Context: an optimization exercise on an open-source flow, tuned for small area. The choices shown serve that exercise and are no tape-out recipe. The RTL was checked by simulation tests, not by an equivalence proof against the original design. Power and IR drop assume default switching activity.

build 94:
## eth_ipv4_tcp_header_parser
module eth_ipv4_tcp_header_parser #(
    parameter int MAX_FRAME_BYTES = 65535
) (
    input  logic         i_clk,
    input  logic         i_rst_n,
    input  logic         s_axis_tvalid,
    output logic         s_axis_tready,
    input  logic [ethp_pkg::IN_TDATA_W-1:0]  s_axis_tdata,
    input  logic         s_axis_tlast,
    output logic         m_axis_tvalid,
    input  logic         m_axis_tready,
    output logic [ethp_pkg::OUT_TDATA_W-1:0] m_axis_tdata,
    output logic [1:0]   m_axis_tuser
);
export LEC_CHECK = 0
export CAP_MARGIN = 0
export CORE_MARGIN = 2
export CORE_UTILIZATION = 65
export SLEW_MARGIN = 0
create_clock -name core_clock -period 5.5 [get_ports {i_clk}]
standard.sh (not shown) runs the stock make flow with config.mk's settings and CLKGATE_MAP_FILE= SYNTH_SCRIPT=/design/flow/synth_recipe.tcl, a recipe that flattens the netlist after the stock synthesis.
==> flow/flow/run.sh <==
#!/bin/bash
# The standard layout (standard.sh), with one change: the port buffers that placement
# puts on every input and output are buf_1 cells instead of the cell buffer_ports picks, and
# clock tree synthesis adds no dummy loads to its leaf nets.
set -euo pipefail
cd "$(dirname "$0")/.."
export BUFFER_PORTS_ARGS="-buffer_cell sky130_fd_sc_hd__buf_1"
export CTS_ARGS="-sink_clustering_enable -repair_clock_nets -dont_use_dummy_load -sink_clustering_size 36 -sink_clustering_max_diameter 80 -buf_list sky130_fd_sc_hd__clkbuf_16"
bash standard.sh > flow_standard.log 2>&1
Setup changes, build 94 to build 4
# build 94
export LEC_CHECK = 0
export CAP_MARGIN = 0
export CORE_MARGIN = 2
export CORE_UTILIZATION = 65
export SLEW_MARGIN = 0
create_clock -name core_clock -period 5.5 [get_ports {i_clk}]
# build 4
export LEC_CHECK = 0
export CAP_MARGIN = 20
export CORE_MARGIN = 2
export CORE_UTILIZATION = 65
export SLEW_MARGIN = 20
create_clock -name core_clock -period 5.5 [get_ports {i_clk}]
==> flow/flow/run.sh <==
#!/bin/bash
# The standard layout (standard.sh), with one change: the port buffers that placement
# puts on every input and output are buf_1 cells instead of the cell buffer_ports picks, and
# clock tree synthesis adds no dummy loads to its leaf nets.
set -euo pipefail
cd "$(dirname "$0")/.."
export BUFFER_PORTS_ARGS="-buffer_cell sky130_fd_sc_hd__buf_1"
export CTS_ARGS="-sink_clustering_enable -repair_clock_nets -dont_use_dummy_load -sink_clustering_size 25 -sink_clustering_max_diameter 60 -buf_list sky130_fd_sc_hd__clkbuf_16"
bash standard.sh > flow_standard.log 2>&1
Findings:
A capture point of the critical path of r_fa[186]$_DFFE_PP_ is what build 94 shows, while r_fb[190]$_DFFE_PP_ belongs to build 4.
In build 4, the global-route track usage on met1 came out 0.28 points above the value in build 94.
Build 4 vs build 94, met3 layer usage reported by global route went up by 1.0 points.
Against build 94, the final cell area of build 4 is higher.
Diff build 94 and build 4: clock skew higher in build 94
Inputs modified between build 4 and build 31:
# build 4
export LEC_CHECK = 0
export CAP_MARGIN = 20
export CORE_MARGIN = 2
export CORE_UTILIZATION = 65
export SLEW_MARGIN = 20
create_clock -name core_clock -period 5.5 [get_ports {i_clk}]
# build 31
export LEC_CHECK = 0
export CAP_MARGIN = 0
export CORE_MARGIN = 2
export CORE_UTILIZATION = 65
export SLEW_MARGIN = 0
create_clock -name core_clock -period 5.5 [get_ports {i_clk}]
==> flow/flow/run.sh <==
#!/bin/bash
# The standard layout (standard.sh), with one change: the port buffers that placement
# puts on every input and output are buf_1 cells instead of the cell buffer_ports picks, and
# clock tree synthesis adds no dummy loads to its leaf nets.
set -euo pipefail
cd "$(dirname "$0")/.."
export BUFFER_PORTS_ARGS="-buffer_cell sky130_fd_sc_hd__buf_1"
export CTS_ARGS="-sink_clustering_enable -repair_clock_nets -dont_use_dummy_load -sink_clustering_size 30 -sink_clustering_max_diameter 70 -buf_list sky130_fd_sc_hd__clkbuf_16"
bash standard.sh > flow_standard.log 2>&1
--- outcome ---
- Going from build 4 to build 31, routed wire length per instance shrinks by 0.11 um.
- As of build 31, total met3 wirelength after detailed routing had fallen by a few percent compared to build 4.
- Min switching power of the nets across build 31 and build 4: build 31
- Build 31 gives less final design utilization than build 4 did.
- Build 31 vs build 4 — cell area dropped about 0.7%.
- Of build 31 and build 4, it is build 31 that has the higher portion of total power attributed to combinational logic.
- Of the two candidates, build 4 has the worse wire length of the first global-routing pass and build 31 the better one.
- Build 31 leaves more setup margin than build 4.
- The die area on build 4 is in line with that on build 31.
> inputs changed (build 31 -> build 63)
==> flow/flow/run.sh <==
#!/bin/bash
# The standard layout (standard.sh), with one change: the port buffers that placement
# puts on every input and output are buf_1 cells instead of the cell buffer_ports picks, and
# clock tree synthesis adds no dummy loads to its leaf nets.
set -euo pipefail
cd "$(dirname "$0")/.."
export BUFFER_PORTS_ARGS="-buffer_cell sky130_fd_sc_hd__buf_1"
export CTS_ARGS="-sink_clustering_enable -repair_clock_nets -dont_use_dummy_load -sink_clustering_size 25 -sink_clustering_max_diameter 60 -buf_list sky130_fd_sc_hd__clkbuf_16"
bash standard.sh > flow_standard.log 2>&1
[summary]
- Diff build 31..build 63 | wire length | negligible
- Delta(total power after layout, build 63 - build 31) > 0
- Compared with build 31, in build 63 power per unit of standard cell area picked up an extra 1.7%; met2 track utilization from global routing closely matched the old numbers; number of flops mapped to enable cells by yosys now sits at about the same level.
- Build 63 -> build 31: clock period minus worst slack flat
- Comparing build 63 and build 31, the higher via count was measured on build 63.
- The number of vias per cell on build 31 is in line with that on build 63.
- Build 63 was carried through to the last stage, and its layout satisfied the timing, design-rule and antenna checks.
#### Input delta (build 79 over build 63)
# build 63
export LEC_CHECK = 0
export CAP_MARGIN = 0
export CORE_MARGIN = 2
export CORE_UTILIZATION = 65
export SLEW_MARGIN = 0
create_clock -name core_clock -period 5.5 [get_ports {i_clk}]
# build 79
export LEC_CHECK = 0
export CAP_MARGIN = 20
export CORE_MARGIN = 2
export CORE_UTILIZATION = 65
export SLEW_MARGIN = 20
create_clock -name core_clock -period 5.5 [get_ports {i_clk}]
==> flow/flow/run.sh <==
#!/bin/bash
# The standard layout (standard.sh), with one change: the port buffers that placement
# puts on every input and output are buf_1 cells instead of the cell buffer_ports picks, and
# clock tree synthesis adds no dummy loads to its leaf nets.
set -euo pipefail
cd "$(dirname "$0")/.."
export BUFFER_PORTS_ARGS="-buffer_cell sky130_fd_sc_hd__buf_1"
export CTS_ARGS="-sink_clustering_enable -repair_clock_nets -dont_use_dummy_load -sink_clustering_size 25 -sink_clustering_max_diameter 60 -buf_list \"sky130_fd_sc_hd__clkbuf_4 sky130_fd_sc_hd__clkbuf_8 sky130_fd_sc_hd__clkbuf_16\""
bash standard.sh > flow_standard.log 2>&1
Results
- Build 79 finished all stages; the layout is clean.
- Compared build 79 against build 63; cell area within noise.
- The fraction of area in multi-input gates was comparable across build 63 and build 79.
- | proportion of cell area occupied by registers | build 79 vs build 63 | ≈ equal |
## Diff of input files: build 85 against build 79
==> flow/flow/run.sh <==
#!/bin/bash
# The standard layout (standard.sh), with one change: the port buffers that placement
# puts on every input and output are buf_1 cells instead of the cell buffer_ports picks, and
# clock tree synthesis adds no dummy loads to its leaf nets.
set -euo pipefail
cd "$(dirname "$0")/.."
export BUFFER_PORTS_ARGS="-buffer_cell sky130_fd_sc_hd__buf_1"
export CTS_ARGS="-sink_clustering_enable -repair_clock_nets -dont_use_dummy_load -sink_clustering_size 40 -sink_clustering_max_diameter 45 -sink_buffer_max_cap_derate 1.0 -buf_list sky130_fd_sc_hd__clkbuf_16"
bash standard.sh > flow_standard.log 2>&1
## What came out
Any difference in critical path arrival between build 85 and build 79 is small enough to ignore.
Lower wire length goes to build 79 over build 85.
Build 79 and build 85 ended up with roughly the same total cell area at the placement stage.
Share of layout cells above drive strength 1 (higher): build 85
First-iteration DRC count of build 85 exceeds that of build 79 by a few percent.
In the flow results for build 85 and build 79, the hold slack is larger on build 85.
Number of filler instances in the final layout | build 85 below build 79
Between build 79 and build 85, the final critical-path setup slack figures differ only marginally.
Diff build 79 -> build 85 | core utilization | increase of 0.92 points
Build 85 ended up with a higher met2 capacity usage during global routing than build 79 did.

* * *

Setup of job 7330:
The RTL this note starts from:
==> flow/design.v <==
package ethp_pkg;
    localparam int IN_TDATA_W  = 8;
    localparam int OUT_TDATA_W = 248;
    localparam int OUT_TUSER_W = 2;
    localparam logic [1:0] ST_OK  = 2'd0;
    localparam logic [1:0] ST_ETH = 2'd1;
    localparam logic [1:0] ST_IP  = 2'd2;
    localparam logic [1:0] ST_TCP = 2'd3;
    localparam logic [15:0] POS_SRC_MAC  = 16'd6;
    localparam logic [15:0] POS_ETYPE    = 16'd12;
    localparam logic [15:0] POS_VER_IHL  = 16'd14;
    localparam logic [15:0] POS_PROTO    = 16'd23;
    localparam logic [15:0] POS_SRC_IP   = 16'd26;
    localparam logic [15:0] POS_DST_IP   = 16'd30;
    localparam logic [15:0] POS_IP_END   = 16'd34;
    localparam logic [7:0]  ETH_LEN      = 8'd14;
    localparam logic [15:0] IP_MIN_END   = 16'd34;
    localparam logic [15:0] TCP_MIN      = 16'd20;
    localparam logic [3:0]  HDR_MIN_WORDS = 4'd5;
    localparam logic [15:0] ETYPE_IPV4   = 16'h0800;
    localparam logic [3:0]  IP_VERSION4  = 4'd4;
    localparam logic [7:0]  PROTO_TCP    = 8'd6;
    localparam logic [7:0] TCP_DPORT    = 8'd2;
    localparam logic [7:0] TCP_DOFF     = 8'd12;
    localparam logic [7:0] TCP_FLAGS    = 8'd13;
    typedef struct packed {
        logic [15:0] len;
        logic [47:0] dst_mac;
        logic [47:0] src_mac;
        logic [15:0] ether_type;
        logic [7:0]  ver_ihl;
        logic [7:0]  protocol;
        logic [31:0] src_ip;
        logic [31:0] dst_ip;
        logic [15:0] tcp_sport;
        logic [15:0] tcp_dport;
        logic [3:0]  data_off;
        logic [3:0]  flags;
    } t_frame;
endpackage
module ethp_omux (
    input  logic         i_hold,
    input  logic [3:0]   i_sel,     
    input  logic [241:0] i_q,
    input  logic [241:0] i_a,
    output logic [241:0] o_d
);
    assign o_d = ({242{i_hold}} & i_q) |
                 ({{22{i_sel[3]}}, {36{i_sel[2]}}, {72{i_sel[1]}}, {112{i_sel[0]}}} & i_a);
endmodule
import ethp_pkg::*;
module eth_ipv4_tcp_header_parser #(
    parameter int MAX_FRAME_BYTES = 65535
) (
    input  logic         i_clk,
    input  logic         i_rst_n,
    input  logic         s_axis_tvalid,
    output logic         s_axis_tready,
    input  logic [ethp_pkg::IN_TDATA_W-1:0]  s_axis_tdata,
    input  logic         s_axis_tlast,
    output logic         m_axis_tvalid,
    input  logic         m_axis_tready,
    output logic [ethp_pkg::OUT_TDATA_W-1:0] m_axis_tdata,
    output logic [1:0]   m_axis_tuser
);
    logic        r_full_a, r_full_b;    
    logic        r_ov;                  
    logic        accept, fin, ld, mv;
    assign s_axis_tready = !(r_full_a && r_full_b && r_ov);
    assign accept        = s_axis_tvalid && s_axis_tready;
    assign fin           = accept && s_axis_tlast;
    assign ld            = r_full_a && (!r_ov || m_axis_tready);    
    assign mv            = r_full_b && (!r_full_a || ld);           
    always_ff @(posedge i_clk) begin
        if (!i_rst_n) begin
            r_full_a <= 1'b0;
            r_full_b <= 1'b0;
            r_ov     <= 1'b0;
        end else begin
            if (fin || mv)             r_full_b <= fin;
            if (mv || ld)              r_full_a <= mv;
            if (!r_ov || m_axis_tready) r_ov    <= r_full_a;
        end
    end
    logic [15:0] r_cnt;
    logic        r_pay;
    logic [3:0]  r_ihl;
    logic        r_ver4;
    logic        r_et8;          
    logic        r_et;           
    logic        r_tcp;          
    logic [3:0]  r_dof;
    logic        lo6, lo8;       
    logic [7:0]  pos;
    logic [6:0]  rel_hi;
    logic [7:0]  rel;            
    logic        rel_neg;        
    logic [7:0]  b;
    assign b      = s_axis_tdata;
    assign lo8    = !r_pay && (r_cnt[15:8] == 8'd0);
    assign lo6    = lo8 && (r_cnt[7:6] == 2'd0);
    assign pos    = r_cnt[7:0];
    assign rel_hi  = {1'b0, pos[7:2]} - {3'b000, r_ihl};
    assign rel     = {rel_hi[5:0], pos[1:0]};
    assign rel_neg = rel_hi[6];
    logic at12, at13, at14, at23, at_dof;
    assign at12   = lo6 && pos[5:0] == 6'd12;
    assign at13   = lo6 && pos[5:0] == 6'd13;
    assign at14   = lo6 && pos[5:0] == 6'd14;
    assign at23   = lo6 && pos[5:0] == 6'd23;
    assign at_dof = lo8 && rel == 8'd26;
    logic        c_sat, c_pay;
    logic [15:0] c_inc;
    logic [5:0]  f_poff;         
    logic [7:0]  c_lim;          
    assign f_poff = 6'd3 + {2'b00, r_ihl} + {2'b00, r_dof};
    assign c_lim  = r_pay ? ~{f_poff, 2'b10} : 8'hFF;
    assign c_sat  = (&r_cnt[15:8]) && (r_cnt[7:0] == c_lim);
    assign c_inc  = c_sat ? r_cnt : r_cnt + 16'd1;
    assign c_pay  = lo8 && !rel_neg && rel == {1'b0, r_dof + 5'd3, 2'b00} && r_et && r_ver4 && r_ihl >= 4'd5 &&
                    r_tcp && r_dof >= 4'd5;
    always_ff @(posedge i_clk) begin
        if (!i_rst_n) begin
            r_cnt <= 16'd0;
            r_pay <= 1'b0;
        end else if (accept) begin
            if (s_axis_tlast) begin
                r_cnt <= 16'd0;
                r_pay <= 1'b0;
            end else if (c_pay) begin
                r_cnt <= 16'hFFFF;
                r_pay <= 1'b1;
            end else begin
                r_cnt <= c_inc;
            end
        end
    end
    always_ff @(posedge i_clk) begin
        if (accept) begin
            if (at12) r_et8 <= (b == 8'h08);
            if (at13) r_et  <= r_et8 && (b == 8'h00);
            if (at14) begin
                r_ver4 <= (b[7:4] == 4'd4);
                r_ihl  <= b[3:0];
            end
            if (at23)   r_tcp <= (b == 8'd6);
            if (at_dof) r_dof <= b[7:4];
        end
    end
    logic        f_eth, f_et, f_ip, f_st3, f_tcp, f_ok;
    logic [1:0]  f_st;
    logic [15:0] f_plen;
    assign f_eth  = !lo8 || pos >= 8'd13;
    assign f_et   = at13 ? (r_et8 && b == 8'h00) : r_et;
    assign f_ip   = f_eth && f_et && r_ver4 && (!lo8 || pos >= 8'd33);
    assign f_st3  = f_ip && r_ihl >= 4'd5 && (!lo8 || (!rel_neg && rel >= 8'd13));
    assign f_tcp  = f_st3 && r_tcp && (!lo8 || (!rel_neg && rel >= 8'd33));
    assign f_ok   = r_pay;
    assign f_st   = (!f_eth || !f_et) ? ST_ETH : f_ok ? ST_OK : f_st3 ? ST_TCP : ST_IP;
    assign f_plen = c_inc;
    localparam int NL = 28;      
    logic [NL-1:0] lane_en;
    logic [219:0]  lane_d;
    always_comb begin
        lane_en = '0;
        for (int k = 0; k < 6; k++) lane_en[5-k]  = lo6 && pos[5:0] == 6'(k);
        for (int k = 0; k < 6; k++) lane_en[11-k] = lo6 && pos[5:0] == 6'(6 + k);
        lane_en[13] = at12;
        lane_en[12] = at13;
        lane_en[14] = at23;
        for (int k = 0; k < 4; k++) lane_en[18-k] = lo6 && pos[5:0] == 6'(26 + k);
        for (int k = 0; k < 4; k++) lane_en[22-k] = lo6 && pos[5:0] == 6'(30 + k);
        lane_en[24] = lo8 && rel == 8'd14;
        lane_en[23] = lo8 && rel == 8'd15;
        lane_en[26] = lo8 && rel == 8'd16;
        lane_en[25] = lo8 && rel == 8'd17;
        lane_en[27] = lo8 && rel == 8'd27;
        lane_d = {{b[4], b[2:0]}, {27{b}}};
    end
    logic [219:0] r_fa, r_fb;        
    logic [1:0]   r_sta, r_stb;      
    logic [2:0]   r_visa, r_visb;    
    logic [5:0]   r_pofa, r_pofb;
    logic [15:0]  r_plna, r_plnb;
    always_ff @(posedge i_clk) begin
        for (int k = 0; k < NL - 1; k++) begin
            if (accept && lane_en[k]) r_fb[8*k +: 8] <= lane_d[8*k +: 8];
        end
        if (accept && lane_en[NL-1]) r_fb[219:216] <= lane_d[219:216];
        if (fin) begin
            r_stb  <= f_st;
            r_visb <= {f_tcp, f_ip, f_eth};
            r_pofb <= f_poff;
            r_plnb <= f_plen;
        end
        if (mv) begin
            r_fa   <= r_fb;
            r_sta  <= r_stb;
            r_visa <= r_visb;
            r_pofa <= r_pofb;
            r_plna <= r_plnb;
        end
    end
    logic         hold;
    logic [241:0] va, r_o_d;
    logic [241:0] r_o;
    logic [1:0]   r_ost;
    logic         oka;
    assign hold = !ld;
    assign oka  = (r_sta == ST_OK);
    assign va   = {r_plna, r_pofa, r_fa};
    ethp_omux u_omux (
        .i_hold (hold),
        .i_sel  ({ld && oka, ld && r_visa[2], ld && r_visa[1], ld && r_visa[0]}),
        .i_q    (r_o),
        .i_a    (va),
        .o_d    (r_o_d)
    );
    always_ff @(posedge i_clk) begin
        r_o   <= r_o_d;
        r_ost <= ({2{hold}} & r_ost) | ({2{ld}} & r_sta);
    end
    assign m_axis_tvalid = r_ov;
    assign m_axis_tdata  = {4'd0, r_o[241:220], ~|r_ost, 1'b0, r_o[219:0]};
    assign m_axis_tuser  = r_ost;
endmodule
export LEC_CHECK = 0
export CAP_MARGIN = 0
export CORE_MARGIN = 2
export CORE_UTILIZATION = 65
export SLEW_MARGIN = 0
export SYNTH_HIERARCHICAL = 1
export SYNTH_MINIMUM_KEEP_SIZE = 0
create_clock -name core_clock -period 5.5 [get_ports {i_clk}]
==> flow/flow/run.sh <==
#!/bin/bash
# The standard layout (standard.sh), with one change: the port buffers that placement
# puts on every input and output are buf_1 cells instead of the cell buffer_ports picks, and
# clock tree synthesis adds no dummy loads to its leaf nets.
set -euo pipefail
cd "$(dirname "$0")/.."
export BUFFER_PORTS_ARGS="-buffer_cell sky130_fd_sc_hd__buf_1"
export CTS_ARGS="-sink_clustering_enable -repair_clock_nets -dont_use_dummy_load -sink_clustering_size 33 -sink_clustering_max_diameter 75 -buf_list sky130_fd_sc_hd__clkbuf_16"
bash standard.sh > flow_standard.log 2>&1
The flow did not stop early for job 7330: all stages ran, and the layout cleared the timing, design-rule and antenna checks.
--- input diff job 7330..job 1151 ---
diff --git a/flow/flow/run.sh b/flow/flow/run.sh
--- a/flow/flow/run.sh
+++ b/flow/flow/run.sh
@@ -6,4 +6,4 @@
 cd "$(dirname "$0")/.."
 export BUFFER_PORTS_ARGS="-buffer_cell sky130_fd_sc_hd__buf_1"
-export CTS_ARGS="-sink_clustering_enable -repair_clock_nets -dont_use_dummy_load -sink_clustering_size 33 -sink_clustering_max_diameter 75 -buf_list sky130_fd_sc_hd__clkbuf_16"
+export CTS_ARGS="-sink_clustering_enable -repair_clock_nets -dont_use_dummy_load -sink_clustering_size 30 -sink_clustering_max_diameter 70 -buf_list sky130_fd_sc_hd__clkbuf_16"
 bash standard.sh > flow_standard.log 2>&1
Notes after the runs:
In the flow results for job 1151 and job 7330, the arrival time at the worst endpoint is larger on job 7330. Across both runs, wire length on met2 was higher for job 1151 than for job 7330. Comparing job 1151 and job 7330, the lower routed wire length is on job 7330. The met2 track demand over resource reported for job 1151 is greater than that of job 7330 by 0.32 points. When job 1151 is measured against job 7330, its setup slack turns out 0.081 ns higher.

[what the ideal ports hide]
The flow's constraints put no driver on any port. The routed layouts listed below were extracted and timed again, unchanged, in two steps.
Step 1 assumes that a clkbuf_16 drives the clock port and a buf_2 every other input.
Step 2 also shifts input and output timing later by t, the mid clock arrival at the registers, as if the neighbouring blocks saw the same clock.
a / b / c = ideal / step 1 / step 2; a / b = the first two.
| run | shift t [ns] | setup slack, ns | worst hold slack (ns) | cell pins on the clock port's net |
|---|---|---|---|---|
| build 94 | 0.643 | 1.789 / 1.789 / 1.789 | 0.426 / 0.426 / 0.426 | 1 |
| build 4 | 0.616 | 1.751 / 1.751 / 1.751 | 0.418 / 0.418 / 0.418 | 1 |
| build 31 | 0.617 | 1.780 / 1.780 / 1.780 | 0.437 / 0.437 / 0.437 | 1 |
| build 63 | 0.618 | 1.780 / 1.780 / 1.780 | 0.418 / 0.418 / 0.418 | 1 |
| build 79 | 0.616 | 1.751 / 1.751 / 1.751 | 0.418 / 0.418 / 0.418 | 1 |
| build 85 | 0.651 | 1.752 / 1.752 / 1.752 | 0.422 / 0.422 / 0.422 | 1 |
| job 7330 | 0.587 | 1.299 / 1.299 / 1.299 | 0.386 / 0.386 / 0.386 | 1 |
| job 1151 | 0.595 | 1.380 / 1.380 / 1.380 | 0.395 / 0.395 / 0.395 | 1 |
After both steps every run listed still meets setup and hold.
